Background: an optimization exercise with open tools, aiming at small area. Do not read the settings as production practice. Only simulation tests tie the RTL to the original design; equivalence was not proved. Power is estimated from default activity; no workload was simulated.

==> run.sh <==
#!/bin/bash
# synth_recipe.tcl (not shown) runs the flow's synth.tcl, then flattens the netlist and writes it again
# the make line also repeats each setting of config.mk as NAME=value (left out here)
make -C /OpenROAD-flow-scripts/flow DESIGN_CONFIG=/design/flow/config.mk WORK_HOME=/design/flow/orfs CLKGATE_MAP_FILE= SYNTH_SCRIPT=/design/flow/synth_recipe.tcl finish
==> config.mk <==
export PLATFORM = sky130hd
export DESIGN_NAME = column_pool_writer
export DESIGN_NICKNAME = column_pool_writer
export VERILOG_FILES = /design/flow/design.v
export SDC_FILE = /design/flow/constraint.sdc
export NUM_CORES = 4
export LEC_CHECK = 0
export CAP_MARGIN = 20
export CORE_MARGIN = 2
export CORE_UTILIZATION = 40
export SLEW_MARGIN = 20
==> constraint.sdc <==
create_clock -name core_clock -period 6.0 [get_ports {clk}]
set_input_delay 1.2000 -clock core_clock [delete_from_list [all_inputs] [get_ports {clk}]]
set_output_delay 1.2000 -clock core_clock [all_outputs]
set_load 0.01 [all_outputs]
==> design.v <==
module column_pool_writer #(
    parameter int IMG_ROW = 54,
    parameter int SHIFT   = 4,
    parameter int ADDR_W  = 12
) (
    input  logic                    clk,
    input  logic                    reset,
    input  logic                    frame_start,
    input  logic [ADDR_W-1:0]       base_addr,
    input  logic                    pool_en,
    input  logic [IMG_ROW-1:0]      in_done,
    input  logic [IMG_ROW*16-1:0]   in_value,
    output logic                    wr_en,
    output logic [ADDR_W-1:0]       wr_addr,
    output logic [IMG_ROW*8-1:0]    wr_data,
    output logic                    busy,
    output logic                    overrun
);
    logic [IMG_ROW-1:0]        mask;
    logic [IMG_ROW-1:0][7:0]   acc;        
    logic [IMG_ROW-1:0][7:0]   acc_nxt;
    logic                      phase;
    logic                      pool_q;
    logic [ADDR_W-1:0]         addr_cnt;
    logic                      col_done;
    logic                      do_write;
    function automatic logic [7:0] quantize(input logic [15:0] v);
        logic signed [15:0] s;
        s = $signed(v) >>> SHIFT;
        if (s > 16'sd127)
            quantize = 8'h7F;
        else if (s < -16'sd128)
            quantize = 8'h80;
        else
            quantize = s[7:0];
    endfunction
    assign col_done = &(mask | in_done);
    assign do_write = !frame_start && col_done && !(pool_q && !phase);
    assign busy     = (mask != '0) | phase;
    always_comb begin
        for (int i = 0; i < IMG_ROW; i++) begin
            logic [7:0] q;
            q = quantize(in_value[i*16 +: 16]);
            acc_nxt[i] = acc[i];
            if (in_done[i] && !mask[i] && (!phase || ($signed(q) > $signed(acc[i]))))
                acc_nxt[i] = q;
        end
    end
    always_ff @(posedge clk) begin
        acc <= acc_nxt;
    end
    always_ff @(posedge clk or posedge reset) begin
        if (reset) begin
            mask    <= '0;
            overrun <= 1'b0;
        end else if (frame_start) begin
            mask    <= '0;
            overrun <= 1'b0;
        end else begin
            if ((in_done & mask) != '0)
                overrun <= 1'b1;
            mask <= col_done ? '0 : (mask | in_done);
        end
    end
    always_ff @(posedge clk or posedge reset) begin
        if (reset) begin
            phase    <= 1'b0;
            pool_q   <= 1'b0;
            addr_cnt <= '0;
            wr_en    <= 1'b0;
            wr_addr  <= '0;
            wr_data  <= '0;
        end else begin
            wr_en <= do_write;
            if (frame_start) begin
                phase    <= 1'b0;
                pool_q   <= pool_en;
                addr_cnt <= base_addr;
            end else if (col_done) begin
                phase <= pool_q && !phase;
            end
            if (do_write) begin
                wr_addr  <= addr_cnt;
                addr_cnt <= addr_cnt + ADDR_W'(1);
                wr_data  <= acc_nxt;
            end
        end
    end
endmodule
==> results of run 1 <==
## logic make-up after synthesis
group	Yosys count	share of synthesized area
flops	946	0.424
fa+ha+maj	433	0.107
buf+inv	685	0.0623
xor+xnor	1	0.000173
mux	880	0.216
simple gates	852	0.0869
compound gates	763	0.104
==> summary.txt, run 1 <==
For this run, the register share of the synthesized area comes to 0.424. The count of distinct cell types in the synthesized netlist is 59. Ranked by instance count, the synthesized netlist is headed by sky130_fd_sc_hd__inv_1, sky130_fd_sc_hd__mux2_2, sky130_fd_sc_hd__dfrtp_1. The net count after synthesis is 5927. The biggest area contributor in the post-synthesis netlist is sky130_fd_sc_hd__dfrtp_1. The mean area per synthesized cell is 11.1 sq um. By area the synthesized netlist is led by sky130_fd_sc_hd__dfrtp_1, sky130_fd_sc_hd__dfxtp_1, sky130_fd_sc_hd__mux2_2. In this run, synthesis inferred 0 flip-flops with an integrated enable. It got as far as I/O pin placement and failed there. The flow did not finish. The synthesized instance count is 4560. The first error in the log reads "[ERROR PPL-0024] Number of IO pins (1381) exceeds maximum number of available positions (1302). Increase the die perimeter from 1440.78um to 1878.16um". For this configuration, the core starts out at a cell density of 0.404.

The primary flip-flop cell chosen by synthesis mapping is sky130_fd_sc_hd__dfrtp_1. For this run, the number of Yosys warnings is 1. The count of state elements after synthesis is ~950. The die is 360 um wide.

The fraction of registers with async set/reset came out at 0.543. The share of the synthesized area in the top cell type came out at 0.253. The die height came out at 360 um. Summing every instance area after synthesis gives 50700 sq um. The number of placement rows came out at 130. The most instantiated library cell after synthesis is sky130_fd_sc_hd__inv_1.
==> run 2, diff against run 1 <==
--- a/config.mk
+++ b/config.mk
@@ -6,6 +6,6 @@
 export NUM_CORES = 4
 export LEC_CHECK = 0
 export CAP_MARGIN = 20
-export CORE_MARGIN = 2
-export CORE_UTILIZATION = 40
+export CORE_AREA = 5 5 485 485
+export DIE_AREA = 0 0 490 490
 export SLEW_MARGIN = 20
==> run 2 against run 1 <==
Against the previous run: now clean on timing, DRC and antenna; synthesized cell count unchanged; area after synthesis did not move.
==> summary.txt, run 2 <==
The post-DP HPWL came out at 190 mm. The total of cells resized after clock tree synthesis is 0. The yosys synthesis warning count came to 1 (unchanged). The total negative slack for setup checks is 0 ns.

The switching component of the power came out at 0.00514 W. STA classifies the critical path startpoint as a flip-flop. The number of sinks on the clock net came out at between 900 and 1000. The mean area per synthesized cell is 11.1 sq um (unchanged). The die height is 490 um (+36%). The fraction of layout cells with a size suffix above 1 came out at 0.190. The post-route antenna net violation count came out at 0.

In this run, post-CTS hold repair placed 0 buffers. The total global-route track usage is 0.182. The net count after synthesis came out at 5927 (unchanged).

The final weighted congestion in routability-driven placement is 0.962. The share of total power dissipated in the clock network is 0.411. The hold violation count in the final report is 0.

In the final routed layout, each cell accounts on average for 25.3 um. The library cell used most frequently in the layout, excluding fill and tap cells, is sky130_fd_sc_hd__clkdlybuf4s50_1. The starting density of the core is 0.221 (-0.183). The average vias per placed instance is 4.47. The fraction of registers with async set/reset was 0.543 (unchanged). STA classifies the critical path endpoint as an output pin. Dividing the final minimum period by the clock period gives 0.796. The cell-internal power came out at between 0.01 and 0.015 W. Global routing finished with a remaining overflow of 0.

The depth of the worst register-to-register path came out at 7. The critical path data required time is between 4 and 5 ns. The hold-critical path depth came out at 2. The largest buffer count on any clock path came out at 3. The number of global-route vias before repair is 41258.

The routed layout has 39917 vias. On the critical path, the stage with the largest delay is an instance of sky130_fd_sc_hd__or4_1. After synthesis, the cell types taking the most area are sky130_fd_sc_hd__dfrtp_1, sky130_fd_sc_hd__dfxtp_1, sky130_fd_sc_hd__mux2_2.

The final number of setup-violating endpoints is 0. The largest stage delay on the critical path is approximately 0.7 ns. The post-detailed-routing wire length is 226 mm. Yosys instantiated no cell more often than sky130_fd_sc_hd__inv_1. The clock buffer count from CTS came out at 115.

The area growth from synthesis to layout is 37.5%. Pin placement for this block handled 1381 I/O pins. The worst clock skew on the final layout is 0.0495 ns.

The number of enable flip-flop cells after synthesis is 0 (unchanged). The critical path goes through nor4_1, nand4_1, or4_1, clkdlybuf4s50_1. The leakage component of the power came out at 31.4 nW.

Of the total power, registers draw 0.397. The number of DRC violations after detailed-routing iteration 0 is roughly 1900. Leaving out fill and tap cells, the most frequent cells in the layout are sky130_fd_sc_hd__clkdlybuf4s50_1, sky130_fd_sc_hd__inv_1, sky130_fd_sc_hd__mux2_2.

The fmax came out at approximately 0.21 GHz. The number of max-slew violations in the final report is 0. The part of the total power dissipated in combinational logic is 0.192. The count of state elements after synthesis came out at 946 (unchanged). The minimum period implied by the final worst setup slack is ~4.8 ns. The post-synthesis cell type with the largest combined area is sky130_fd_sc_hd__dfrtp_1.

The post-place instance area came out at 65700 sq um. The total standard cell area after synthesis came to 50700 sq um (unchanged). The number of iterations in the first detailed-routing pass is 5.

The final worst slack is 1.23 ns. The overall die area came out at 240000 sq um. By startpoint and endpoint, the worst setup path is classified as reg -> out.

Setup repair after global routing left no endpoint under its margin. The number of setup buffers added after CTS is 0. The core footprint is between 200000 and 250000 sq um. The share of the synthesized area in the top cell type is 0.253 (unchanged). The sequential-to-total area share from yosys stat was 0.424 (unchanged). Entering global routing, the biggest net connects 127 pins. The CTS tree is built. The final instance count without filler cells is 8929. The quantity of I/O buffers inserted on ports came out at 1164. The number of placement rows came out at 176 (+35%).

The H-tree was split into 3 levels. The normalized max-slew margin is 0.339. The clock transition at the registers of the reported paths is 0.06 ns. The count of distinct cell types in the synthesized netlist is 59 (unchanged). The maximum fanout count along the critical path is 6. The flow ran to the end and the layout has no timing, DRC or antenna violations.

The number of antenna violations at the first check in global routing came to 75. After filler insertion, the fill cell instance count of the layout stands at 23513. The worst supply voltage drop on vdd is between 0.0002 and 0.00025 V. The largest registers in the layout are acc (432), wr_data (432), mask (54). The end-of-flow core utilization came out at 0.304.

STA puts the critical path data arrival time at 3.57 ns. The count of placed standard cells including taps is 8680. The final layout contains 7138 nets. The later-pin clock latency in the skew report came out at 0.75 ns. The type of the worst min-delay path is reg -> reg. The number of DRC violations after detailed routing is 0. Max-cap violations in this run came to 0.

The wire length of the first global-routing pass is roughly 310 mm. The synthesized instance count is 4560 (unchanged). Among all flip-flop cells after synthesis, the most frequent one is sky130_fd_sc_hd__dfrtp_1. The clock root buffer is sky130_fd_sc_hd__clkbuf_16. The transition time at the pin with the least slew margin is 0.988 ns. The die width is 490 um (+36%).

The power per unit of standard cell area came out at 259 nW/um^2. By count the netlist is led by sky130_fd_sc_hd__inv_1, sky130_fd_sc_hd__mux2_2, sky130_fd_sc_hd__dfrtp_1. The finished layout cell area is about 70000 sq um. The switching share of total power came out at 0.284. Prior to clock tree synthesis, the placed netlist has a worst setup slack of 0.884 ns.
-- run 2: worst paths after layout --
check	slack [ns]	start	to
max reg2reg	2.08	mask[0]	wr_data[387]
min in group asynchronous	0.84	reset	mask[1]
max	1.23	mask[24]	busy
min	0.48	acc[144]	acc[144]
max in group asynchronous	3.85	reset	wr_data[402]
min reg2reg	0.48	acc[144]	acc[144]
-- run 2: metrics by stage --
stage,total power (W),hold slack (ns)
floorplan,0.00938,0.448
global placement,0.0107,0.465
detailed placement,0.0108,0.475
CTS,0.0184,0.488
global route,0.0191,0.507
finish,0.0181,0.485
-- run 2: routing by layer --
layer	up-vias	GRT usage	wire length [um]
li1	18846	-	-
met1	19362	0.203	87500
met2	1367	0.306	106000
met3	320	0.0806	23800
met4	22	0.0662	7990
met5	-	0	157
-- run 2: power groups by stage --
stage               sequential, W  clock (W)  combinational [W]
floorplan                 0.00720          0            0.00217
global placement          0.00729          0            0.00342
detailed placement        0.00732          0            0.00349
CTS                       0.00719    0.00769            0.00352
global route              0.00726    0.00794            0.00393
finish                    0.00719    0.00744            0.00348
-- run 2: cell type report --
class                   instances  area [sq um]  share of cell area
multi-input cells            2929         26100               0.374
well taps                    3026          3790              0.0542
clock buffers                 161          3280              0.0469
inverters                     555          2090              0.0299
clock inverters                58           771              0.0110
flip-flops and latches        946         21500               0.308
repair buffers               1224         12200               0.175
diodes                         30          75.1             0.00108
-- run 2: kinds of logic (layout without fill, tap and decap cells) --
logic type,Yosys count,in the layout,share of synthesized area
AOI/OAI and AO/OA,763,763,0.104
xor gates and xnor gates,1,1,0.000173
adders and majority gates,433,433,0.107
buffers and inverters,685,1998,0.0623
DFF,946,946,0.424
muxes,880,880,0.216
other,0,30,0
and+or+nand+nor,852,852,0.0869
-- run 2: worst max-delay path, delay by kind of cell (launching register included) --
family / cells / cell delay [ns]
buffers and inverters: 1 / 0.63
AND/OR/NAND/NOR: 3 / 1.65
flip-flops: 1 / 0.55
==> run 3, diff against run 2 <==
--- a/design.v
+++ b/design.v
@@ -25,14 +25,16 @@
     logic                      col_done;
     logic                      do_write;
     function automatic logic [7:0] quantize(input logic [15:0] v);
-        logic signed [15:0] s;
-        s = $signed(v) >>> SHIFT;
-        if (s > 16'sd127)
-            quantize = 8'h7F;
-        else if (s < -16'sd128)
-            quantize = 8'h80;
-        else
-            quantize = s[7:0];
+        logic fits;
+        fits = (v[15:11] == 5'b11111) || (v[15:11] == 5'b00000);
+        quantize = fits ? v[11:4] : {v[15], {7{!v[15]}}};
+    endfunction
+    function automatic logic sgt8(input logic [7:0] a, input logic [7:0] b);
+        logic g;
+        g = 1'b0;
+        for (int k = 0; k < 7; k++)
+            g = (a[k] & !b[k]) | (!(a[k] ^ b[k]) & g);
+        sgt8 = (!a[7] & b[7]) | (!(a[7] ^ b[7]) & g);
     endfunction
     assign col_done = &(mask | in_done);
     assign do_write = !frame_start && col_done && !(pool_q && !phase);
@@ -42,7 +44,7 @@
             logic [7:0] q;
             q = quantize(in_value[i*16 +: 16]);
             acc_nxt[i] = acc[i];
-            if (in_done[i] && !mask[i] && (!phase || ($signed(q) > $signed(acc[i]))))
+            if (in_done[i] && !mask[i] && (!phase || sgt8(q, acc[i])))
                 acc_nxt[i] = q;
         end
     end
==> run 3 against run 2 <==
Against the previous run: synthesized cell count is 2.9% higher; still clean; total power is 1.6% higher; routed wire length is 4.1% higher; combinational power is about 10% higher; highest routed layer unchanged; area after synthesis is 1.1% lower.
==> summary.txt, run 3 <==
The total standard cell area after synthesis is 50200 sq um (-1.1%). The later-pin clock latency in the skew report is 0.77 ns (+0.02 ns). The core footprint is 230000 sq um (unchanged). STA classifies the critical path startpoint as a primary input. The total negative slack for setup checks is 0 ns (unchanged). The via count is 42290 (+5.9%). The number of nets in the final layout is 7296 (+2.2%). The most used flip-flop cell after synthesis is sky130_fd_sc_hd__dfrtp_1. The post-place instance area was 66000 sq um (+0.55%). The overall die area is 240000 sq um (unchanged). The final critical-path share of the clock period was 0.821 (+0.0251).

In the layout the commonest cells are sky130_fd_sc_hd__clkdlybuf4s50_1, sky130_fd_sc_hd__dfrtp_1, sky130_fd_sc_hd__inv_1. The run finished with no timing, DRC or antenna violations. The worst clock skew on the final layout came out at 0.0704 ns (+0.0208 ns). The hold-critical path depth is 2 (unchanged). The number of placement rows came out at 176 (unchanged). The pin count of the biggest net entering global routing came out at 117 (-7.9%).

The count of placed standard cells including taps is 8894 (+2.5%). The depth of the worst register-to-register path is 8 (+1). The transition time at the pin with the least slew margin is 0.903 ns (-0.0849 ns). The leakage component of the power came out at 32.4 nW (+3.3%). The number of max-slew violations in the final report came out at 0 (unchanged).

The fmax is 0.203 GHz (-3.1%). The fraction of layout cells with a size suffix above 1 was 0.138 (-0.0518). The sequential-to-total area share from yosys stat is 0.428 (+0.00464). The depth of the CTS H-tree came out at 3 (unchanged).

The minimum period implied by the final worst setup slack came out at 4.92 ns (+0.151 ns). The final weighted congestion in routability-driven placement came out at 0.972 (+0.95%). The number of antenna violations at the first check in global routing is 72 (-4.0%). The number of DRC violations after detailed-routing iteration 0 is 2005 (+5.4%). The number of enable flip-flop cells after synthesis came out at 0 (unchanged). The quantity of I/O buffers inserted on ports came to 1164 (unchanged). Setup repair after global routing left no endpoint under its margin. TritonCTS built the clock tree. The hold violation count in the final report was 0 (unchanged). The clock buffer count from CTS is 113 (-1.7%).

The total overflow reported by the global router is 0 (unchanged). The total of cells resized after clock tree synthesis came to 0 (unchanged). Counting instances in the post-synthesis netlist gives the leading cell types as sky130_fd_sc_hd__dfrtp_1, sky130_fd_sc_hd__inv_1, sky130_fd_sc_hd__mux2_2. The worst setup path is captured at a flip-flop. The post-route antenna net violation count came out at 0 (unchanged).

The worst supply voltage drop on vdd came to 0.000221 V (+5.1%). The post-DP HPWL is 200 mm (+5.1%). The count of distinct cell types in the synthesized netlist came to 63 (+6.8%). The worst hold path terminates at acc[424]. The final worst slack came out at 1.08 ns (-0.151 ns). The mean area per synthesized cell is 10.7 sq um (-3.8%). The wire length of the first global-routing pass is 328 mm (+4.5%). The average vias per placed instance is 4.63 (+3.5%). The number of iterations in the first detailed-routing pass is 5 (unchanged). The critical path data required time came to 6.64 ns (+1.84 ns). The number of sinks on the clock net was 946 (unchanged). The clock transition at the registers of the reported paths is 0.05 ns (about the same). The finished layout cell area came to 70000 sq um (+0.34%).

The register-to-register setup slack is 2.20 ns (+0.12 ns). The final number of setup-violating endpoints came to 0 (unchanged). The die height came to 490 um (unchanged). In this run the critical register-to-register path is launched from mask[26]. The share of the synthesized area in the top cell type came out at 0.256 (+0.00277). The net count after synthesis came to 6003 (+1.3%). The fraction of registers with async set/reset is 0.543 (unchanged). The synthesized instance count came out at 4690 (+2.9%).

The area growth from synthesis to layout is 39.5%. The largest registers in the layout are acc (432), wr_data (432), mask (54). The number of hold buffers added after CTS came out at 0 (unchanged).

The worst hold path startpoint is acc[424]. The type of the worst min-delay path is reg -> reg. The largest buffer count on any clock path is 3 (unchanged). The total global-route track usage is 0.189 (+0.00736). The most instantiated library cell after synthesis is sky130_fd_sc_hd__dfrtp_1. The routed wire length per instance was 25.7 um (+1.7%). The count of state elements after synthesis came out at 946 (unchanged). The starting density of the core came to 0.219 (-0.00239).

The power per unit of standard cell area is 263 nW/um^2 (+1.3%). The maximum fanout count along the critical path is 8 (+2). sky130_fd_sc_hd__dfrtp_1 takes more of the synthesized area than any other cell. The number of DRC violations after detailed routing was 0 (unchanged). The number of setup buffers added after CTS came out at 0 (unchanged). The final instance count without filler cells was 9138 (+2.3%). The number of fill cells in the layout came out at 23459 (-0.23%). By area the synthesized netlist is led by sky130_fd_sc_hd__dfrtp_1, sky130_fd_sc_hd__dfxtp_1, sky130_fd_sc_hd__mux2_2. The critical path arrival is 5.56 ns (+1.99 ns).

The leading cell type in the layout, fill and taps excluded is sky130_fd_sc_hd__clkdlybuf4s50_1. The boundary pin count is 1381 (unchanged). The yosys synthesis warning count is 1 (unchanged). The normalized max-slew margin was 0.398 (+0.0587). The worst setup timing slack at the placement stage came out at 0.341 ns (-0.543 ns). The post-detailed-routing wire length is 235 mm (+4.1%). In this run the critical register-to-register path is captured at wr_data[236]. The number of global-route vias before repair came out at 43567 (+5.6%). The critical path is of the in -> reg type. The die width came to 490 um (unchanged).

Clock tree synthesis selected as its root buffer the cell sky130_fd_sc_hd__clkbuf_16. The max capacitance violation total is 0 (unchanged).
-- run 3: worst max-delay path by stage --
stage | from | end | slack (ns) | cells past startpoint
floorplan | reset | addr_cnt[0] | -2.18 | 1
global placement | in_value[287] | wr_data[140] | 0.48 | 11
detailed placement | in_value[287] | wr_data[141] | 0.34 | 11
CTS | in_value[287] | wr_data[139] | 1.19 | 11
global route | in_value[287] | wr_data[139] | 0.91 | 11
finish | in_value[287] | wr_data[139] | 1.08 | 11
-- run 3: final cells by class --
class	instances	area [sq um]	share of cell area
Antenna cell	29	72.6	0.00104
Clock inverter	47	561	0.00800
Inverter	500	1880	0.0268
Timing Repair Buffer	1303	12900	0.184
Multi-Input combinational cell	3119	26000	0.371
Sequential cell	946	21500	0.307
Clock buffer	168	3370	0.0481
Tap cell	3026	3790	0.0541
-- run 3: worst max-delay path, cell delays in order --
cell,delay [ns]
sky130_fd_sc_hd__clkdlybuf4s50_1,0.53
sky130_fd_sc_hd__or4_1,0.57
sky130_fd_sc_hd__o22ai_1,0.46
sky130_fd_sc_hd__nor2_1,0.22
sky130_fd_sc_hd__a21o_1,0.22
sky130_fd_sc_hd__ha_1,0.28
sky130_fd_sc_hd__nand4b_1,0.11
sky130_fd_sc_hd__or4_1,0.54
sky130_fd_sc_hd__o21bai_1,0.70
sky130_fd_sc_hd__mux2_2,0.43
sky130_fd_sc_hd__mux2_1,0.30
-- run 3: through the flow --
step / hold slack, ns / power, W / util
finish: 0.481 / 0.0184 / 0.305
global route: 0.496 / 0.0194 / 0.305
CTS: 0.482 / 0.0187 / 0.305
detailed placement: 0.474 / 0.0113 / 0.288
global placement: 0.467 / 0.0112 / 0.288
floorplan: 0.447 / 0.00969 / -
-- run 3: metal layers --
layer  global-route usage  share of wire
met5                    0        0.00062
met4               0.0641          0.037
met3               0.0727          0.091
met2                0.310           0.46
met1                0.226           0.42
-- run 3: cells by family (layout without fill, tap and decap cells) --
family,count (synthesis),after routing,share of synthesized area
AO/OA/AOI/OAI,895,895,0.126
XOR/XNOR,1,1,0.000174
flip-flops,946,946,0.428
other,0,29,0
buffers and inverters,625,2018,0.0547
multiplexers,877,877,0.196
adder cells (fa/ha/maj),379,379,0.0945
AND/OR/NAND/NOR,967,967,0.101
-- run 3: power breakdown --
| group | total, W | internal [W] | leakage [nW] | switching, W |
|---|---|---|---|---|
| Sequential | 0.00735 | 0.00700 | 10.7 | 0.000354 |
| Clock | 0.00721 | 0.00421 | 1.92 | 0.00300 |
| Combinational | 0.00384 | 0.00186 | 19.8 | 0.00199 |
| Total | 0.0184 | 0.0131 | 32.4 | 0.00534 |
==> run 4, diff against run 3 <==
--- a/design.v
+++ b/design.v
@@ -24,28 +24,28 @@
     logic [ADDR_W-1:0]         addr_cnt;
     logic                      col_done;
     logic                      do_write;
+    function automatic logic fits(input logic [15:0] v);
+        fits = (v[15:11] == 5'b11111) || (v[15:11] == 5'b00000);
+    endfunction
     function automatic logic [7:0] quantize(input logic [15:0] v);
-        logic fits;
-        fits = (v[15:11] == 5'b11111) || (v[15:11] == 5'b00000);
-        quantize = fits ? v[11:4] : {v[15], {7{!v[15]}}};
+        quantize = fits(v) ? v[11:4] : {v[15], {7{!v[15]}}};
     endfunction
-    function automatic logic sgt8(input logic [7:0] a, input logic [7:0] b);
+    function automatic logic qgt(input logic [15:0] v, input logic [7:0] b);
         logic g;
         g = 1'b0;
         for (int k = 0; k < 7; k++)
-            g = (a[k] & !b[k]) | (!(a[k] ^ b[k]) & g);
-        sgt8 = (!a[7] & b[7]) | (!(a[7] ^ b[7]) & g);
+            g = (v[k+4] & !b[k]) | ((v[k+4] | !b[k]) & g);
+        g = (!v[11] & b[7]) | ((!v[11] | b[7]) & g);
+        qgt = fits(v) ? g : !v[15];
     endfunction
     assign col_done = &(mask | in_done);
     assign do_write = !frame_start && col_done && !(pool_q && !phase);
     assign busy     = (mask != '0) | phase;
     always_comb begin
         for (int i = 0; i < IMG_ROW; i++) begin
-            logic [7:0] q;
-            q = quantize(in_value[i*16 +: 16]);
             acc_nxt[i] = acc[i];
-            if (in_done[i] && !mask[i] && (!phase || sgt8(q, acc[i])))
-                acc_nxt[i] = q;
+            if (in_done[i] && !mask[i] && (!phase || qgt(in_value[i*16 +: 16], acc[i])))
+                acc_nxt[i] = quantize(in_value[i*16 +: 16]);
         end
     end
     always_ff @(posedge clk) begin
==> run 4 against run 3 <==
Against the previous run: via count shrank 10%; maximum frequency rose by 12%; flip-flop and latch count did not move; first-iteration DRC count rose by 2.7%; worst setup slack better by 0.53 ns; critical path type is now reg -> out; critical endpoint is now busy; largest cell class is now sequential cells; largest power group unchanged.
==> summary.txt, run 4 <==
The worst setup path category is reg -> out. The max capacitance violation total is 0 (unchanged). The quantity of I/O buffers inserted on ports is 1164 (unchanged). The die height was 490 um (unchanged). The number of global-route vias before repair came to 39014 (-10%). The post-place instance area was 60600 sq um (-8.2%). The fmax is 0.228 GHz (+12%). The core footprint came to 230000 sq um (unchanged).

The number of DRC violations after detailed routing is 0 (unchanged). The transition time at the pin with the least slew margin came to 0.962 ns (+0.0593 ns). The total global-route track usage is 0.183 (-0.00645). The area growth from synthesis to layout is 43.7%. The final number of setup-violating endpoints is 0 (unchanged). The synthesized instance count was 4131 (-12%). The library cell used most frequently in the layout, excluding fill and tap cells, is sky130_fd_sc_hd__clkdlybuf4s50_1. The mean area per synthesized cell was 10.8 sq um (+1.3%). The count of placed standard cells including taps is 8310 (-6.6%). The final weighted congestion in routability-driven placement is 0.948 (-2.4%). The number of enable flip-flop cells after synthesis came to 0 (unchanged). The critical path arrival came out at 3.19 ns (-2.37 ns). Yosys attributes the largest share of cell area to sky130_fd_sc_hd__dfrtp_1, sky130_fd_sc_hd__dfxtp_1, sky130_fd_sc_hd__mux2_2. Setup repair after global routing left no endpoint under its margin. The minimum period implied by the final worst setup slack came out at 4.39 ns (-0.532 ns).

In the post-synthesis netlist, the cell with the most instances is sky130_fd_sc_hd__mux2_2. The leakage component of the power was 28.1 nW (-13%). The number of placement rows is 176 (unchanged). The fraction of registers with async set/reset is 0.543 (unchanged).

The via count is 37877 (-10%). The routed wire length per instance came out at 26.6 um (+3.5%). The finished layout cell area is 64400 sq um (-8.1%). The largest registers in the layout are acc (432), wr_data (432), mask (54). The clock root buffer is sky130_fd_sc_hd__clkbuf_16.

The share of the synthesized area in the top cell type is 0.287 (+0.0309). The number of max-slew violations in the final report was 0 (unchanged). The net count after synthesis came to 5066 (-16%). The total of cells resized after clock tree synthesis came out at 0 (unchanged).

The clock transition at the registers of the reported paths came out at 0.06 ns (about the same). The fraction of layout cells with a size suffix above 1 is 0.162 (+0.0242). The number of DRC violations after detailed-routing iteration 0 came out at 2059 (+2.7%). The post-route antenna net violation count is 0 (unchanged). The boundary pin count is 1381 (unchanged).

The type of the worst min-delay path is reg -> reg. The depth of the CTS H-tree came out at 3 (unchanged). The number of sinks on the clock net came to 946 (unchanged). The maximum fanout count along the critical path was 5 (-3).

The post-DP HPWL is 191 mm (-4.3%). The most used flip-flop cell after synthesis is sky130_fd_sc_hd__dfrtp_1. The largest buffer count on any clock path is 3 (unchanged).

The number of nets in the final layout is 6333 (-13%). The number of antenna violations at the first check in global routing came to 74 (+2.8%). The later-pin clock latency in the skew report came out at 0.76 ns (about the same). The detailed-routed wire length on met3 is 21.1 mm (-1.6%). sky130_fd_sc_hd__dfrtp_1 takes more of the synthesized area than any other cell.

The wire length of the first global-routing pass is 313 mm (-4.7%). The flow ran to the end and the layout has no timing, DRC or antenna violations. The clock buffer count from CTS is 112 (-0.88%). After synthesis, the most frequently instantiated cells are sky130_fd_sc_hd__mux2_2, sky130_fd_sc_hd__dfrtp_1, sky130_fd_sc_hd__dfxtp_1. The starting density of the core is 0.195 (-0.0235). The total overflow reported by the global router came out at 0 (unchanged). The number of fill cells in the layout came to 24015 (+2.4%). TritonCTS built the clock tree.

The die width is 490 um (unchanged). The yosys synthesis warning count is 1 (unchanged). STA classifies the critical path endpoint as an output pin. The count of state elements after synthesis was 946 (unchanged). The number of iterations in the first detailed-routing pass is 6 (+1).

The number of hold buffers added after CTS was 0 (unchanged). The hold violation count in the final report is 0 (unchanged). In the layout the commonest cells are sky130_fd_sc_hd__clkdlybuf4s50_1, sky130_fd_sc_hd__mux2_2, sky130_fd_sc_hd__dfrtp_1.

The top layer reached by signal wires is met5. The worst clock skew on the final layout is 0.0343 ns (-0.0361 ns). The detailed route wirelength on metal2 came to 108 mm (+0.75%).

The worst supply voltage drop on vdd came out at 0.000234 V (+6.2%). The overall die area came out at 240000 sq um (unchanged). The critical path data required time is 4.80 ns (-1.84 ns). The number of setup buffers added after CTS is 0 (unchanged). The average vias per placed instance came out at 4.43 (-4.3%). The final critical-path share of the clock period is 0.732 (-0.0886). The sequential-to-total area share from yosys stat is 0.480 (+0.0517).

The met1 wire length is 89.9 mm (-8.0%). The normalized max-slew margin was 0.357 (-0.0409). The total standard cell area after synthesis came out at 44800 sq um (-11%).

The pin count of the biggest net entering global routing is 86 (-26%). The post-detailed-routing wire length is 228 mm (-3.1%). STA classifies the critical path startpoint as a flip-flop. The power per unit of standard cell area was 264 nW/um^2 (+0.56%). The final instance count without filler cells is 8553 (-6.4%).

The count of distinct cell types in the synthesized netlist came out at 73 (+16%).
[run 4: cell types whose count changed after synthesis, moves of 75 or more]
cell / delta
sky130_fd_sc_hd__ha_1: -378
sky130_fd_sc_hd__mux2_1: -369
sky130_fd_sc_hd__mux2i_1: +220
sky130_fd_sc_hd__maj3_1: +195
sky130_fd_sc_hd__nor3_1: -178
sky130_fd_sc_hd__a21o_1: -177
sky130_fd_sc_hd__a21oi_1: +150
sky130_fd_sc_hd__nand2b_1: +114
sky130_fd_sc_hd__mux2_2: +95
sky130_fd_sc_hd__nor2b_1: +95
sky130_fd_sc_hd__a211oi_1: -75
[run 4: worst max-delay path, stage by stage (launching register included)]
cell	delay, ns
sky130_fd_sc_hd__dfrtp_1	0.48
sky130_fd_sc_hd__nor4_1	0.53
sky130_fd_sc_hd__nand4_1	0.17
sky130_fd_sc_hd__or4_1	0.65
sky130_fd_sc_hd__clkdlybuf4s50_1	0.62
[run 4: kinds of logic (layout without fill, tap and decap cells)]
| family | Yosys count | after routing | synth area share |
|---|---|---|---|
| adders and majority gates | 196 | 196 | 0.0439 |
| and+or+nand+nor | 818 | 818 | 0.0951 |
| AOI/OAI and AO/OA | 831 | 831 | 0.132 |
| muxes | 831 | 831 | 0.202 |
| DFF | 946 | 946 | 0.480 |
| buffers and inverters | 498 | 1863 | 0.0439 |
| xor gates and xnor gates | 11 | 11 | 0.00215 |
| other | 0 | 31 | 0 |
[run 4: cell type report]
type	count	area, sq um	share of cell area
inverters	424	1600	0.0249
well taps	3026	3790	0.0588
repair buffers	1227	12300	0.191
clock inverters	46	549	0.00853
diodes	31	77.6	0.00121
multi-input cells	2687	21400	0.332
flip-flops and latches	946	21500	0.334
clock buffers	166	3160	0.0490
[run 4: where the power goes]
| part | internal (W) | total [W] | leakage [nW] | switching (W) |
|---|---|---|---|---|
| sequential | 0.00690 | 0.00718 | 10.7 | 0.000287 |
| clock | 0.00396 | 0.00698 | 1.79 | 0.00301 |
| combinational | 0.00134 | 0.00285 | 15.6 | 0.00151 |
[run 4: final timing paths]
path | from | to | slack (ns) | depth (start not counted)
worst max-delay path | mask[3] | busy | 1.61 | 4
worst min-delay path | acc[48] | acc[48] | 0.47 | 2
worst max register to register | mask[36] | wr_data[122] | 2.25 | 9
worst min register to register | acc[48] | acc[48] | 0.47 | 2
max in group asynchronous | reset | wr_data[353] | 3.80 | 4
min in group asynchronous | reset | wr_data[209] | 0.91 | 2
[run 4: metrics by stage]
step	setup TNS (ns)	total power [W]	hold slack (ns)	setup slack, ns	util
detailed placement	0	0.0102	0.467	1.09	0.264
global placement	0	0.0101	0.457	1.11	0.264
floorplan	-1120.67	0.00882	0.440	-2.18	-
CTS	0	0.0173	0.478	1.50	0.280
finish	0	0.0170	0.475	1.61	0.280
global route	0	0.0178	0.501	1.50	0.280
[run 4: routing by layer]
layer | vias up | global-route usage
met2 | 1356 | 0.309
met5 | - | 0
met4 | 20 | 0.0640
met1 | 18807 | 0.208
li1 | 17359 | -
met3 | 335 | 0.0738
==> run 5, diff against run 4 <==
==> flow/run.sh (new file) <==
#!/bin/bash
# Own layout flow: the standard flow (standard.sh) with two changes:
#  - synthesis maps logic with an area-oriented ABC script (flow/area.abc);
#  - the port buffers that global placement inserts are buf_1 cells.
# Each tool's output is logged under orfs/logs/ (ORFS), plus make's output in
# flow_make.log here.
set -euo pipefail
W=$(pwd)
F=$W/flow
cat "$F/abc_hook.tcl" "$W/synth_recipe.tcl" > "$W/own_synth.tcl"
sed "s#SYNTH_SCRIPT=[^ ]*#SYNTH_SCRIPT=$W/own_synth.tcl#" "$W/standard.sh" > "$W/own_standard.sh"
grep -q "SYNTH_SCRIPT=$W/own_synth.tcl" "$W/own_standard.sh"
export MY_ABC_SCRIPT=$F/area.abc
export BUFFER_PORTS_ARGS="-buffer_cell sky130_fd_sc_hd__buf_1"
bash "$W/own_standard.sh" > "$W/flow_make.log" 2>&1
==> flow/abc_hook.tcl (new file) <==
proc abc {args} {
  set i [lsearch -exact $args -script]
  if {$i >= 0} { lset args [expr {$i + 1}] $::env(MY_ABC_SCRIPT) }
  yosys abc {*}$args
}
==> flow/area.abc (new file) <==
strash
dch
amap
topo
dnsize -c
==> standard.sh (new file) <==
#!/bin/bash
# synth_recipe.tcl (not shown) runs the flow's synth.tcl, then flattens the netlist and writes it again
# the make line also repeats each setting of config.mk as NAME=value (left out here)
make -C /OpenROAD-flow-scripts/flow DESIGN_CONFIG=/design/flow/config.mk WORK_HOME=/design/flow/orfs CLKGATE_MAP_FILE= SYNTH_SCRIPT=/design/flow/synth_recipe.tcl "${@:-finish}"
removed: run.sh
==> run 5 against run 4 <==
Against the previous run: flip-flop and latch count is the same; cell count increased by 13%; hold slack is essentially flat; utilization is 4.1 points lower; worst setup slack worse by 0.21 ns; first-iteration DRC count increased by 47%; count of clock-buffer cells in the layout increased by 6; critical path depth rose by 7; routed wire length about the same; still clean on timing, DRC and antenna.
==> summary.txt, run 5 <==
The post-DP HPWL came to 190 mm (-0.98%). The die height was 490 um (unchanged). The part of the total power dissipated in combinational logic came out at 0.151 (-0.017). Setup repair after global routing left no endpoint under its margin. The sequential-to-total area share from yosys stat is 0.512 (+0.0322). The maximum fanout count along the critical path was 126 (+121). The run finished with no timing, DRC or antenna violations. The largest stage delay on the critical path came out at 0.55 ns (-0.10 ns).

The power per unit of standard cell area is 310 nW/um^2 (+17%). The area growth from synthesis to layout is 31.1%. The count of buffering cells on the critical path with inverters included is 3 (+2). The library cells used most frequently in the layout, excluding fill and tap cells, are sky130_fd_sc_hd__buf_1, sky130_fd_sc_hd__clkinv_1, sky130_fd_sc_hd__nor2_1. The number of sinks on the clock net came out at 946 (unchanged). The number of max-slew violations in the final report is 0 (unchanged). The via count is 43149 (+14%). The finished layout cell area was 55000 sq um (-15%). The pin count of the biggest net entering global routing was 129 (+50%). The largest registers in the layout are acc (432), wr_data (432), mask (54). The primary flip-flop cell chosen by synthesis mapping is sky130_fd_sc_hd__dfrtp_1. The switching component of the power came out at 0.00508 W (+5.7%).

The starting density of the core is 0.183 (-0.0123). The number of enable flip-flop cells after synthesis was 0 (unchanged). The total overflow reported by the global router was 0 (unchanged). The die width is 490 um (unchanged).

The largest buffer count on any clock path is 3 (unchanged). The share of the synthesized area in the top cell type was 0.306 (+0.0193). The net count after synthesis is 6028 (+19%). The total standard cell area after synthesis came out at 42000 sq um (-6.3%). The total of cells resized after clock tree synthesis is 0 (unchanged).

The proportion of power drawn by the clock network is 0.419 (+0.009). For this design, the slowest cell found on the critical path is sky130_fd_sc_hd__or4_1. The worst hold path belongs to the class reg -> reg. The synthesized instance count is 5093 (+23%). The clock buffer count from CTS came out at 112 (unchanged). The total global-route track usage is 0.181 (-0.00202).

The worst setup path is launched from a primary input. The sequential fraction of design power came out at 0.430 (+0.008). The quantity of I/O buffers inserted on ports came out at 1164 (unchanged). Traced cell by cell, the critical path runs through buf_1, nor2_2, or4_1, or4_1, or4_1, or4_4, nor3_4, buf_12, buf_12, nor2_1, a21oi_1. The tree is rooted in a sky130_fd_sc_hd__clkbuf_16.

The leakage component of the power is 21.2 nW (-25%). The number of setup buffers added after CTS came out at 0 (unchanged). The post-place instance area is 51100 sq um (-16%). The worst supply voltage drop on vdd came out at 0.000216 V (-7.7%). The sequential cell area in the final layout came out at 21500 sq um (about the same). The final critical-path share of the clock period came out at 0.767 (+0.0351). The post-detailed-routing wire length came to 228 mm (about the same).

The routed wire length per instance is 23.6 um (-11%). The later-pin clock latency in the skew report came out at 0.76 ns (about the same). The clock transition at the registers of the reported paths is 0.06 ns (about the same).

The cell-internal power was 0.0120 W (-1.9%). The switching share of total power came out at 0.298 (+0.0152). The critical path data required time is 6.66 ns (+1.86 ns). The number of iterations in the first detailed-routing pass is 6 (unchanged). The cell family contributing the most delay on the critical path is simple AND/OR/NAND/NOR gates. The overall die area is 240000 sq um (unchanged). Tracing the worst setup path back leads to its startpoint at in_done[33]. The count of distinct cell types in the synthesized netlist is 39 (-47%). The worst setup path category is in -> reg. The normalized max-slew margin was 0.240 (-0.118). The number of nets in the final layout is 7401 (+17%). The fraction of registers with async set/reset came out at 0.543 (unchanged). The most instantiated library cell after synthesis is sky130_fd_sc_hd__clkinv_1. The minimum period implied by the final worst setup slack is 4.60 ns (+0.210 ns).

The max capacitance violation total came out at 0 (unchanged). The transition time at the pin with the least slew margin is 1.14 ns (+0.178 ns). The yosys synthesis warning count is 1 (unchanged).

The number of placement rows came to 176 (unchanged). In the post-synthesis netlist, the biggest area contributors are sky130_fd_sc_hd__dfrtp_1, sky130_fd_sc_hd__dfxtp_1, sky130_fd_sc_hd__clkinv_1. The fmax is 0.217 GHz (-4.6%). The fraction of layout cells with a size suffix above 1 is 0.0434 (-0.119). The mean area per synthesized cell is 8.24 sq um (-24%). The CTS tree is built. The wire length of the first global-routing pass came to 311 mm (-0.63%). In this run the critical register-to-register path is launched from mask[19]. The number of fill cells in the layout is 25695 (+7.0%). sky130_fd_sc_hd__dfrtp_1 takes more of the synthesized area than any other cell. The final number of setup-violating endpoints is 0 (unchanged). Ranked by instance count, the synthesized netlist is headed by sky130_fd_sc_hd__clkinv_1, sky130_fd_sc_hd__nor2_1, sky130_fd_sc_hd__o21ai_0. The number of DRC violations after detailed routing was 0 (unchanged). Among the stages of the critical path, the cell type that occurs most often is sky130_fd_sc_hd__or4_1. The number of global-route vias before repair was 40455 (+3.7%). The worst clock skew on the final layout came out at 0.0499 ns (+0.0156 ns). The final weighted congestion in routability-driven placement came out at 0.944 (-0.41%).

The depth of the CTS H-tree came out at 3 (unchanged). The number of antenna violations at the first check in global routing is 75 (+1.4%). The number of DRC violations after detailed-routing iteration 0 came out at 3033 (+47%). The leading cell type in the layout, fill and taps excluded is sky130_fd_sc_hd__buf_1. The worst hold path begins at acc[256]. The hold violation count in the final report came to 0 (unchanged).

The count of state elements after synthesis came out at 946 (unchanged). The post-route antenna net violation count came to 0 (unchanged). The number of hold buffers added after CTS came to 0 (unchanged). STA classifies the critical path endpoint as a flip-flop. The boundary pin count is 1381 (unchanged). The critical path arrival is 5.27 ns (+2.08 ns). The core footprint came to 230000 sq um (unchanged). The average vias per placed instance is 4.48 (+1.1%). The area of the multi-input gates is 16800 sq um (-21%). The total power came out at 0.0171 W (+0.26%).
==> run 5: through the flow <==
| stage | hold slack (ns) | setup TNS, ns | utilization | cells | setup slack (ns) |
|---|---|---|---|---|---|
| global route | 0.493 | 0 | 0.240 | 9625 | 1.34 |
| detailed placement | 0.463 | 0 | 0.223 | 9378 | 0.628 |
| finish | 0.475 | 0 | 0.240 | 9634 | 1.40 |
| CTS | 0.470 | 0 | 0.239 | 9592 | 1.47 |
| floorplan | 0.432 | -5855.93 | - | 5093 | -20.46 |
| global placement | 0.457 | 0 | 0.223 | 9378 | 0.627 |
==> run 5: worst paths after layout <==
path                                 to  slack, ns  cells after the start
setup reg to reg             wr_data[9]       1.67                     10
hold reg to reg                acc[256]       0.47                      2
hold / removal                 acc[256]       0.47                      2
setup / recovery             wr_data[9]       1.40                     11
min in group asynchronous   wr_data[91]       0.56                      2
max in group asynchronous  wr_data[395]       4.10                      3
==> run 5: power groups by stage <==
| stage | Combinational [W] | Sequential (W) | Clock, W |
|---|---|---|---|
| after floorplan | 0.00160 | 0.00732 | 0 |
| after global placement | 0.00256 | 0.00744 | 0 |
| after detailed placement | 0.00258 | 0.00744 | 0 |
| after CTS | 0.00260 | 0.00733 | 0.00738 |
| after global routing | 0.00289 | 0.00739 | 0.00759 |
| final | 0.00258 | 0.00733 | 0.00715 |
==> run 5: logic make-up (layout without fill, tap and decap cells) <==
logic type / after synthesis / in the layout / synth area share
flops: 946 / 946 / 0.512
other cells: 0 / 42 / 0
simple gates: 1321 / 1321 / 0.140
buf+inv: 985 / 2458 / 0.0881
compound gates: 1840 / 1840 / 0.259
fa+ha+maj: 1 / 1 / 0.000298
==> run 5: routing by layer <==
| metal | GRT usage | vias up | wire length, um |
|---|---|---|---|
| met5 | 0 | - | 53 |
| met4 | 0.0827 | 8 | 11300 |
| met3 | 0.0870 | 385 | 27700 |
| met2 | 0.282 | 1814 | 100000 |
| met1 | 0.209 | 20276 | 88400 |
| li1 | - | 20666 | - |
==> run 5: worst register-to-register path: cells and delay by family, from the launching register on <==
kind	cells	cell delay [ns]
and+or+nand+nor	7	2.83
buffers and inverters	2	0.73
DFF	1	0.57
AOI/OAI and AO/OA	1	0.13
==> run 5: area by class of cell <==
type	count	share of cell area
Timing Repair Buffer	1259	0.0955
Tap cell	3026	0.0688
Antenna cell	42	0.00191
Clock inverter	42	0.0107
Sequential cell	946	0.391
Inverter	985	0.0677
Multi-Input combinational cell	3162	0.306
Clock buffer	172	0.0587
==> run 6, diff against run 5 <==
==> flow/run.sh (replaced) <==
#!/bin/bash
# Own layout flow: the standard flow (standard.sh) with two changes:
#  - synthesis maps logic with an area-oriented ABC script (flow/area.abc);
#  - the port buffers that global placement inserts are buf_1 cells;
#  - clock tree synthesis uses smaller buffers and no dummy loads.
# Each tool's output is logged under orfs/logs/ (ORFS), plus make's output in
# flow_make.log here.
set -euo pipefail
W=$(pwd)
F=$W/flow
cat "$F/abc_hook.tcl" "$W/synth_recipe.tcl" > "$W/own_synth.tcl"
sed "s#SYNTH_SCRIPT=[^ ]*#SYNTH_SCRIPT=$W/own_synth.tcl#" "$W/standard.sh" > "$W/own_standard.sh"
grep -q "SYNTH_SCRIPT=$W/own_synth.tcl" "$W/own_standard.sh"
export MY_ABC_SCRIPT=$F/area.abc
export CTS_ARGS="-sink_clustering_enable -repair_clock_nets -dont_use_dummy_load -buf_list sky130_fd_sc_hd__clkbuf_8 -sink_clustering_size 20 -sink_clustering_max_diameter 60"
export BUFFER_PORTS_ARGS="-buffer_cell sky130_fd_sc_hd__buf_1"
bash "$W/own_standard.sh" > "$W/flow_make.log" 2>&1
==> flow/area.abc (replaced) <==
&get -n
&st
&dch -f
&nf -R 1000 -p
&put
==> run 6 against run 5 <==
Against the previous run: sequential power fell by 2%; still clean on timing, DRC and antenna; first-iteration DRC count shrank 29%; via count decreased by 8.9%; critical path depth increased by 6; routed wire length fell by 0.84%; design area shrank 4.8%; maximum frequency down 5.0%.
==> summary.txt, run 6 <==
The run finished with no timing, DRC or antenna violations. The cell-internal power came out at 0.00930 W (-22%). The clock transition at the registers of the reported paths is 0.11 ns (+0.05 ns). The fmax came out at 0.206 GHz (-5.0%). The critical path data required time came out at 6.73 ns (+0.07 ns). The max capacitance violation total came out at 0 (unchanged). The switching share of total power is 0.303 (+0.00503). The number of placement rows is 176 (unchanged).

The sequential fraction of design power was 0.536 (+0.106). The total standard cell area after synthesis is 41300 sq um (-1.6%). After global routing, the most crowded layer is met2. The slowest stage of the critical path is the sky130_fd_sc_hd__a21oi_1 cell. Sorting the synthesized cells by area gives the leading types as sky130_fd_sc_hd__dfrtp_1, sky130_fd_sc_hd__dfxtp_1, sky130_fd_sc_hd__nor2_1.

The boundary pin count is 1381 (unchanged). The number of nets in the final layout is 7106 (-4.0%). The met1 global-route usage is 0.189 (-0.0196). The synthesized instance count came out at 4803 (-5.7%). The total power is 0.0133 W (-22%).

The number of hold buffers added after CTS came out at 0 (unchanged). The later-pin clock latency in the skew report is 0.88 ns (+0.12 ns). The die height came out at 490 um (unchanged).

The wire length of the first global-routing pass is 305 mm (-1.6%). Leaving out fill and tap cells, the most frequent cell in the layout is sky130_fd_sc_hd__nor2_1. The final weighted congestion in routability-driven placement came out at 0.972 (+3.0%).

The worst setup timing slack at the placement stage came out at 0.354 ns (-0.274 ns). The global routing met3 resource utilization came out at 0.0855 (-0.00159). The worst clock skew on the final layout is 0.122 ns (+0.0722 ns). The part of the total power dissipated in combinational logic is 0.166 (+0.015).

The quantity of I/O buffers inserted on ports came out at 1164 (unchanged). The net count after synthesis came out at 5738 (-4.8%). The top cell types in the final layout, fill and taps aside, are sky130_fd_sc_hd__nor2_1, sky130_fd_sc_hd__buf_1, sky130_fd_sc_hd__a21oi_1. In the synthesized netlist, the cells that appear most often are sky130_fd_sc_hd__nor2_1, sky130_fd_sc_hd__a21oi_1, sky130_fd_sc_hd__dfrtp_1. The number of antenna violations at the first check in global routing came to 98 (+31%). The total global-route track usage is 0.180 (-0.000380). The total negative slack for setup checks is 0 ns (unchanged). The count of state elements after synthesis came out at 946 (unchanged). The share of the synthesized area in the top cell type came out at 0.311 (+0.00496). The met2 capacity usage during global routing came out at 0.299 (+0.0169). The normalized max-slew margin came out at 0.217 (-0.0225).

The overall die area is 240000 sq um (unchanged). The largest stage delay on the critical path came out at 0.44 ns (-0.11 ns). The count of buffering cells on the critical path with inverters included is 2 (-1). The worst setup path is of the in -> reg kind. The die width is 490 um (unchanged). The fraction of registers with async set/reset came to 0.543 (unchanged). The total of cells resized after clock tree synthesis came out at 0 (unchanged).

The power per unit of standard cell area came out at 255 nW/um^2 (-18%). The area growth from synthesis to layout is 26.8%. The most frequent cell on the critical path is sky130_fd_sc_hd__maj3_1. The number of global-route vias before repair is 38312 (-5.3%). The via count came out at 39314 (-8.9%).

In the final layout, the registers with the most flip-flops are acc (432), wr_data (432), mask (54). The final worst slack was 1.16 ns (-0.241 ns). The worst supply voltage drop on vdd came to 0.000195 V (-10%). For this run, the leading register cell type out of synthesis is sky130_fd_sc_hd__dfrtp_1. The fraction of layout cells with a size suffix above 1 came to 0.0433 (-0.000125).

The number of max-slew violations in the final report was 0 (unchanged). The end-of-flow core utilization is 0.228 (-0.0115). The worst hold-check slack was 0.448 ns (-0.0263 ns). The minimum period implied by the final worst setup slack was 4.84 ns (+0.241 ns). The core footprint came out at 230000 sq um (unchanged). The clock buffer count from CTS is 109 (-2.7%). The largest buffer count on any clock path was 3 (unchanged). The average vias per placed instance was 4.24 (-5.3%). The clock root buffer is sky130_fd_sc_hd__clkbuf_8. The hold violation count in the final report came out at 0 (unchanged).

STA classifies the critical path startpoint as a primary input. The family of cells with the greatest summed delay on the critical path is adder cells. TritonCTS built the clock tree. Walking the worst path, the cells encountered are buf_1, nor2b_1, maj3_1, maj3_1, maj3_1, maj3_1, maj3_1, maj3_1, maj3_1, a21oi_1, nand2_1, nand2_1, nor2_2, buf_8, mux2_1, nor2_1, nor2_1. The post-detailed-routing wire length came out at 226 mm (-0.84%).

The mean area per synthesized cell came to 8.60 sq um (+4.4%). The number of DRC violations after detailed-routing iteration 0 came out at 2159 (-29%). In this run the worst hold path is classified as in -> async. The number of iterations in the first detailed-routing pass is 5 (-1).

The transition time at the pin with the least slew margin came out at 1.17 ns (+0.0338 ns). The critical path arrival is 5.57 ns (+0.30 ns). The endpoint kind of the worst setup timing path is a flip-flop. The number of setup buffers added after CTS is 0 (unchanged).

The count of distinct cell types in the synthesized netlist is 34 (-13%). The leakage component of the power came out at 20.5 nW (-3.2%). Setup repair after global routing left no endpoint under its margin. The routed wire length per instance came out at 24.3 um (+3.1%). The final critical-path share of the clock period is 0.807 (+0.0402).

The maximum fanout count along the critical path came to 15 (-88%). The sequential-to-total area share from yosys stat came out at 0.521 (+0.00829). The post-synthesis cell type with the largest combined area is sky130_fd_sc_hd__dfrtp_1. The proportion of power drawn by the clock network came out at 0.297 (-0.122).

The final number of setup-violating endpoints is 0 (unchanged). The total overflow reported by the global router is 0 (unchanged). The number of sinks on the clock net came out at 946 (unchanged). The pin count of the biggest net entering global routing is 143 (+11%).

The number of DRC violations after detailed routing was 0 (unchanged). The starting density of the core is 0.180 (-0.00291). The number of enable flip-flop cells after synthesis is 0 (unchanged).

The yosys synthesis warning count came out at 1 (unchanged). The post-DP HPWL is 190 mm (about the same). The post-route antenna net violation count is 0 (unchanged). The most instantiated library cell after synthesis is sky130_fd_sc_hd__nor2_1. The depth of the CTS H-tree came out at 3 (unchanged). The switching component of the power came out at 0.00404 W (-20%).
run 6: changes by cell type after synthesis, sizes merged, moves of 54 or more:
cell	before	now
or4	57	2
a22oi	73	9
maj3	0	378
nor2	793	1662
o22a	97	0
clkinv	985	381
mux2	0	127
o22ai	494	0
o21ai	525	41
a221oi	56	2
a21oi	522	847
nand2	174	118
run 6: final cells by class:
cell class                 instances  area [sq um]
antenna                           72           180
clock buffer                     109          1500
fill                           25788        177000
inverter                         381          1450
multi-input combinational       3476         18700
sequential                       946         21500
tap                             3026          3790
timing repair buffer            1257          5240
run 6: power by group through the flow:
| stage | clock network [W] | registers [W] | logic, W |
|---|---|---|---|
| 2_1_floorplan | 0 | 0.00719 | 0.00142 |
| 3_3_place_gp | 0 | 0.00728 | 0.00220 |
| 3_5_place_dp | 0 | 0.00729 | 0.00223 |
| 4_1_cts | 0.00415 | 0.00716 | 0.00224 |
| 5_1_grt | 0.00435 | 0.00722 | 0.00248 |
| 6_report | 0.00397 | 0.00716 | 0.00222 |
run 6: cells by family (layout without fill, tap and decap cells):
kind of cell | after synthesis | in the layout | share of synthesized area
and+or+nand+nor | 2037 | 2037 | 0.201
DFF | 946 | 946 | 0.521
AOI/OAI and AO/OA | 922 | 922 | 0.115
buffers and inverters | 381 | 1747 | 0.0346
adders and majority gates | 379 | 379 | 0.0919
muxes | 129 | 129 | 0.0351
xor gates and xnor gates | 9 | 9 | 0.00191
other | 0 | 72 | 0
run 6: path summary, 6_finish.rpt:
check | from | endpoint | slack [ns] | depth (start not counted)
worst min register to register | wr_data[160] | wr_data[160] | 0.48 | 1
min in group core_clock | wr_data[160] | wr_data[160] | 0.48 | 1
worst min-delay path | reset | wr_data[349] | 0.45 | 2
worst max-delay path | in_value[260] | wr_data[135] | 1.16 | 17
max in group asynchronous | reset | wr_data[429] | 4.19 | 3
worst max register to register | acc[129] | wr_data[135] | 1.33 | 16
run 6: routing by layer:
metal / part of all wire / vias up
met4: 0.062 / 12
met2: 0.47 / 1407
met5: 0.00033 / -
met3: 0.11 / 402
li1: - / 18885
met1: 0.36 / 18608
run 6: metrics by stage:
step / std cells / cell area [sq um]
after CTS: 9193 / 52200
after global placement: 9083 / 50600
final: 9267 / 52400
after global routing: 9251 / 52300
after floorplan: 4803 / 41600
after detailed placement: 9084 / 50700
==> run 7, diff against run 6 <==
--- a/design.v
+++ b/design.v
@@ -17,13 +17,15 @@
     output logic                    overrun
 );
     logic [IMG_ROW-1:0]        mask;
-    logic [IMG_ROW-1:0][7:0]   acc;        
+    logic [IMG_ROW-1:0][7:0]   acc_n;      
     logic [IMG_ROW-1:0][7:0]   acc_nxt;
     logic                      phase;
     logic                      pool_q;
     logic [ADDR_W-1:0]         addr_cnt;
     logic                      col_done;
     logic                      do_write;
+    logic [IMG_ROW*8-1:0]      wr_data_n;
+    logic                      no_write;
     function automatic logic fits(input logic [15:0] v);
         fits = (v[15:11] == 5'b11111) || (v[15:11] == 5'b00000);
     endfunction
@@ -43,13 +45,13 @@
     assign busy     = (mask != '0) | phase;
     always_comb begin
         for (int i = 0; i < IMG_ROW; i++) begin
-            acc_nxt[i] = acc[i];
-            if (in_done[i] && !mask[i] && (!phase || qgt(in_value[i*16 +: 16], acc[i])))
+            acc_nxt[i] = ~acc_n[i];
+            if (in_done[i] && !mask[i] && (!phase || qgt(in_value[i*16 +: 16], ~acc_n[i])))
                 acc_nxt[i] = quantize(in_value[i*16 +: 16]);
         end
     end
     always_ff @(posedge clk) begin
-        acc <= acc_nxt;
+        acc_n <= ~acc_nxt;
     end
     always_ff @(posedge clk or posedge reset) begin
         if (reset) begin
@@ -64,6 +66,11 @@
             mask <= col_done ? '0 : (mask | in_done);
         end
     end
+    always_ff @(posedge clk) begin
+        if (do_write)
+            wr_data_n <= ~acc_nxt;
+    end
+    assign wr_data = ~wr_data_n & {(IMG_ROW*8){!no_write}};
     always_ff @(posedge clk or posedge reset) begin
         if (reset) begin
             phase    <= 1'b0;
@@ -71,7 +78,7 @@
             addr_cnt <= '0;
             wr_en    <= 1'b0;
             wr_addr  <= '0;
-            wr_data  <= '0;
+            no_write <= 1'b1;
         end else begin
             wr_en <= do_write;
             if (frame_start) begin
@@ -84,7 +91,7 @@
             if (do_write) begin
                 wr_addr  <= addr_cnt;
                 addr_cnt <= addr_cnt + ADDR_W'(1);
-                wr_data  <= acc_nxt;
+                no_write <= 1'b0;
             end
         end
     end
--- a/flow/run.sh
+++ b/flow/run.sh
@@ -1,5 +1,5 @@
 #!/bin/bash
-# Own layout flow: the standard flow (standard.sh) with two changes:
+# Own layout flow: the standard flow (standard.sh) with three changes:
 #  - synthesis maps logic with an area-oriented ABC script (flow/area.abc);
 #  - the port buffers that global placement inserts are buf_1 cells;
 #  - clock tree synthesis uses smaller buffers and no dummy loads.
==> run 7 against run 6 <==
Against the previous run: clock skew is 0.015 ns higher; design area fell by 4.9%; hold slack lost 0.17 ns; synthesized cell count fell by 25%; cell count decreased by 14%; clock power down 6.8%; sequential power increased by 8.5%; non-clock buffer count is 26 lower; register-to-register slack improved by 0.39 ns.
==> summary.txt, run 7 <==
The run finished with no timing, DRC or antenna violations. The most critical setup path has its startpoint at in_done[46]. By area, the combinational part of the netlist is dominated by compound AO/OA/AOI/OAI gates.

The final worst slack came to 1.60 ns (+0.440 ns). The number of hold buffers added after CTS came out at 0 (unchanged). The normalized max-slew margin is 0.274 (+0.0572). The number of global-route vias before repair was 35399 (-7.6%). The setup path with the least slack is of type in -> reg. The fmax came out at 0.227 GHz (+10%). The boundary pin count is 1381 (unchanged).

The detailed route wirelength on metal2 came out at 100 mm (-4.7%). The core footprint is 230000 sq um (unchanged). The via count came to 36566 (-7.0%). The largest stage delay on the critical path was 0.75 ns (+0.31 ns). The number of DRC violations after detailed-routing iteration 0 is 2431 (+13%). The worst setup path is captured at a flip-flop.

Walking the worst path, the cells encountered are buf_1, nor2_1, nor4_1, nand4_1, or4_1, or4_1, nand2b_1, clkinv_16, buf_12. The synthesized instance count is 3607 (-25%). The number of DRC violations after detailed routing came out at 0 (unchanged). The yosys synthesis warning count came to 1 (unchanged).

The share of the synthesized area in the top cell type is 0.329 (+0.0175). The worst hold-check slack came out at 0.278 ns (-0.170 ns). The average vias per placed instance came out at 4.57 (+7.7%). Sorting the synthesized cells by area gives the leading types as sky130_fd_sc_hd__edfxtp_1, sky130_fd_sc_hd__dfxtp_1, sky130_fd_sc_hd__nor2_1. The post-detailed-routing wire length was 216 mm (-4.3%). The mean area per synthesized cell came to 10.9 sq um (+27%). The leading cell type in the layout, fill and taps excluded is sky130_fd_sc_hd__buf_1. STA classifies the critical path startpoint as a primary input. The number of enable flip-flop cells after synthesis came out at 432 (+432). The pin count of the biggest net entering global routing came to 93 (-35%). The area fraction in compound gates after synthesis came out at 0.224 (+0.109). The routed wire length per instance is 27.0 um (+11%). The slowest stage of the critical path is the sky130_fd_sc_hd__nor4_1 cell. The count of distinct cell types in the synthesized netlist is 43 (+26%).

The number of fill cells in the layout is 25266 (-2.0%). The die width came out at 490 um (unchanged). The depth of the worst register-to-register path is 8 (-8). The area of the multi-input gates is 15800 sq um (-16%). The fraction of the mapped netlist area in simple logic gates is 0.126 (-0.0746).

The register-to-register setup slack is 1.72 ns (+0.39 ns). The critical path arrival came to 4.86 ns (-0.71 ns). The worst hold path belongs to the class in -> async. The most common cell in the synthesized netlist is sky130_fd_sc_hd__nor2_1. The number of antenna violations at the first check in global routing is 108 (+10%). The largest buffer count on any clock path is 3 (unchanged). The max capacitance violation total came to 0 (unchanged). The number of placement rows is 176 (unchanged). Ranked by instance count, the synthesized netlist is headed by sky130_fd_sc_hd__nor2_1, sky130_fd_sc_hd__dfxtp_1, sky130_fd_sc_hd__edfxtp_1.

The count of buffering cells on the critical path with inverters included is 3 (+1). The final number of setup-violating endpoints is 0 (unchanged). The worst setup timing slack at the placement stage came out at 0.908 ns (+0.554 ns). The sequential-to-total area share from yosys stat came out at 0.601 (+0.0801).

The total global-route track usage is 0.171 (-0.00943). The number of sinks on the clock net came out at 947 (+0.11%). The worst clock skew on the final layout is 0.137 ns (+0.0151 ns). The final critical-path share of the clock period came to 0.734 (-0.0733).

The net count after synthesis came out at 4542 (-21%). The endpoint identified for the worst register-to-register timing path is wr_data_n[98]. The top cell types in the final layout, fill and taps aside, are sky130_fd_sc_hd__buf_1, sky130_fd_sc_hd__nor2_1, sky130_fd_sc_hd__dfxtp_1, sky130_fd_sc_hd__edfxtp_1, sky130_fd_sc_hd__o211ai_1. The quantity of I/O buffers inserted on ports is 1164 (unchanged). The sequential cell area in the final layout is 23700 sq um (+10%). The post-route antenna net violation count came out at 0 (unchanged).

The area share of fa/ha/maj cells after synthesis came out at 0.00742 (-0.0845). TritonCTS built the clock tree. The most frequent cell on the critical path is sky130_fd_sc_hd__or4_1. The fraction of registers with async set/reset came out at 0.0876 (-0.456). The minimum period implied by the final worst setup slack is 4.40 ns (-0.440 ns). The hold violation count in the final report came out at 0 (unchanged). From synthesis to final layout, the design area changed by 26.3%. The met1 wire length came out at 83.1 mm (+1.3%). The transition time at the pin with the least slew margin came out at 1.09 ns (-0.0858 ns). The leakage component of the power is 16.4 nW (-20%). The most used flip-flop cell after synthesis is sky130_fd_sc_hd__edfxtp_1. The number of setup buffers added after CTS came to 0 (unchanged). The post-synthesis mux area share came out at 0.0395 (+0.00435). The overall die area came out at 240000 sq um (unchanged). The wire length of the first global-routing pass is 288 mm (-5.6%). The clock buffer count from CTS came out at 98 (-10%). The clock transition at the registers of the reported paths was 0.10 ns (about the same). The total standard cell area after synthesis is 39400 sq um (-4.5%). The post-DP HPWL is 181 mm (-4.9%).

The total overflow reported by the global router is 0 (unchanged). The cell sitting at the root of the clock tree is a sky130_fd_sc_hd__clkbuf_8. The number of max-slew violations in the final report came out at 0 (unchanged).

The xor and xnor fraction of the mapped netlist area is 0.00155 (-0.000354). The maximum fanout count along the critical path is 84 (+69). The die height was 490 um (unchanged).

The fraction of layout cells with a size suffix above 1 came out at 0.0383 (-0.00499). The starting density of the core came to 0.172 (-0.00811). The largest registers in the layout are acc_n (432), wr_data_n (432), mask (54). The cell family contributing the most delay on the critical path is simple AND/OR/NAND/NOR gates. The number of iterations in the first detailed-routing pass came out at 6 (+1). The power per unit of standard cell area was 269 nW/um^2 (+5.7%).

Setup repair after global routing left no endpoint under its margin. The depth of the CTS H-tree is 3 (unchanged). The total of cells resized after clock tree synthesis came out at 0 (unchanged).

The total negative slack for setup checks is 0 ns (unchanged). The post-synthesis cell type with the largest combined area is sky130_fd_sc_hd__edfxtp_1. The top layer reached by signal wires is met5. The final weighted congestion in routability-driven placement came out at 1.01 (+3.8%). The worst register-to-register path begins at mask[46]. The count of state elements after synthesis came out at 947 (+0.11%). The later-pin clock latency in the skew report is 0.89 ns (about the same). The worst supply voltage drop on vdd is 0.000209 V (+7.4%). The critical path data required time is 6.45 ns (-0.28 ns). The number of nets in the final layout is 5873 (-17%).

The detailed-routed wire length on met3 came out at 22.2 mm (-9.1%).
-- run 7: per-layer routing --
layer	up-vias	global-route usage
met5	-	0
met4	18	0.0689
met3	369	0.0700
met2	1693	0.284
met1	17828	0.195
li1	16658	-
-- run 7: worst max-delay path by stage --
stage	slack (ns)	to	cells after the start
2_1_floorplan	0.32	wr_data[0]	1
6_report	1.60	wr_data_n[98]	9
3_5_place_dp	0.91	wr_data_n[97]	9
4_1_cts	1.39	wr_data[220]	3
5_1_grt	1.62	wr_data_n[333]	8
3_3_place_gp	0.93	wr_data_n[414]	9
-- run 7: final cells by class --
class | count | share of cell area
Inverter | 3 | 0.000803
Clock buffer | 98 | 0.0271
Timing Repair Buffer | 1231 | 0.101
Antenna cell | 42 | 0.00211
Tap cell | 3026 | 0.0760
Sequential cell | 947 | 0.476
Multi-Input combinational cell | 2657 | 0.317
-- run 7: where the power goes --
group	internal (W)	switching (W)
clock network	0.00144	0.00226
registers	0.00736	0.000405
logic	0.000815	0.00113
total	0.00962	0.00380
-- run 7: cell families (layout without fill, tap and decap cells) --
family / Yosys count / in the layout
AOI/OAI and AO/OA: 1326 / 1326
xor gates and xnor gates: 7 / 7
adders and majority gates: 29 / 29
buffers and inverters: 3 / 1332
DFF: 947 / 947
muxes: 139 / 139
other: 0 / 42
and+or+nand+nor: 1156 / 1156
-- run 7: metrics by stage --
step                cell area [sq um]  total power, W   util  instances
finish                          49800          0.0134  0.217       8004
global route                    49800          0.0141  0.217       7991
CTS                             49600          0.0136  0.216       7959
detailed placement              48300         0.00984  0.210       7861
global placement                48300         0.00979  0.210       7861
floorplan                       39500         0.00893      -       3607

-- what the ideal ports hide --
No port has a modelled driver above. Below, the same layouts with a new extraction and two added sets of constraints.
Step 1 assumes that a clkbuf_16 drives the clock port and a buf_2 every other input.
Step 2 also shifts input and output timing later by t, the mid clock arrival at the registers, as if the neighbouring blocks saw the same clock.
Slacks: no drivers / after step 1 / after step 2; pairs: no drivers / after step 1.
| run | t, ns | setup WS [ns] | pins driven straight from the clock port |
|---|---|---|---|
| run 2 | 0.831 | 1.226 / 1.123 / 0.840 | 1 |
| run 3 | 0.817 | 1.075 / 1.090 / 0.273 | 1 |
| run 4 | 0.827 | 1.607 / 1.526 / 1.088 | 1 |
| run 5 | 0.808 | 1.396 / 1.419 / 0.631 | 1 |
| run 6 | 0.905 | 1.155 / 1.147 / 0.241 | 1 |
| run 7 | 0.905 | 1.595 / 1.539 / 0.633 | 1 |
After both steps every run listed still meets setup and hold. For run 7, which loses most, drivers alone change the setup slack by -0.056 ns; drivers and shift together by -0.962 ns.
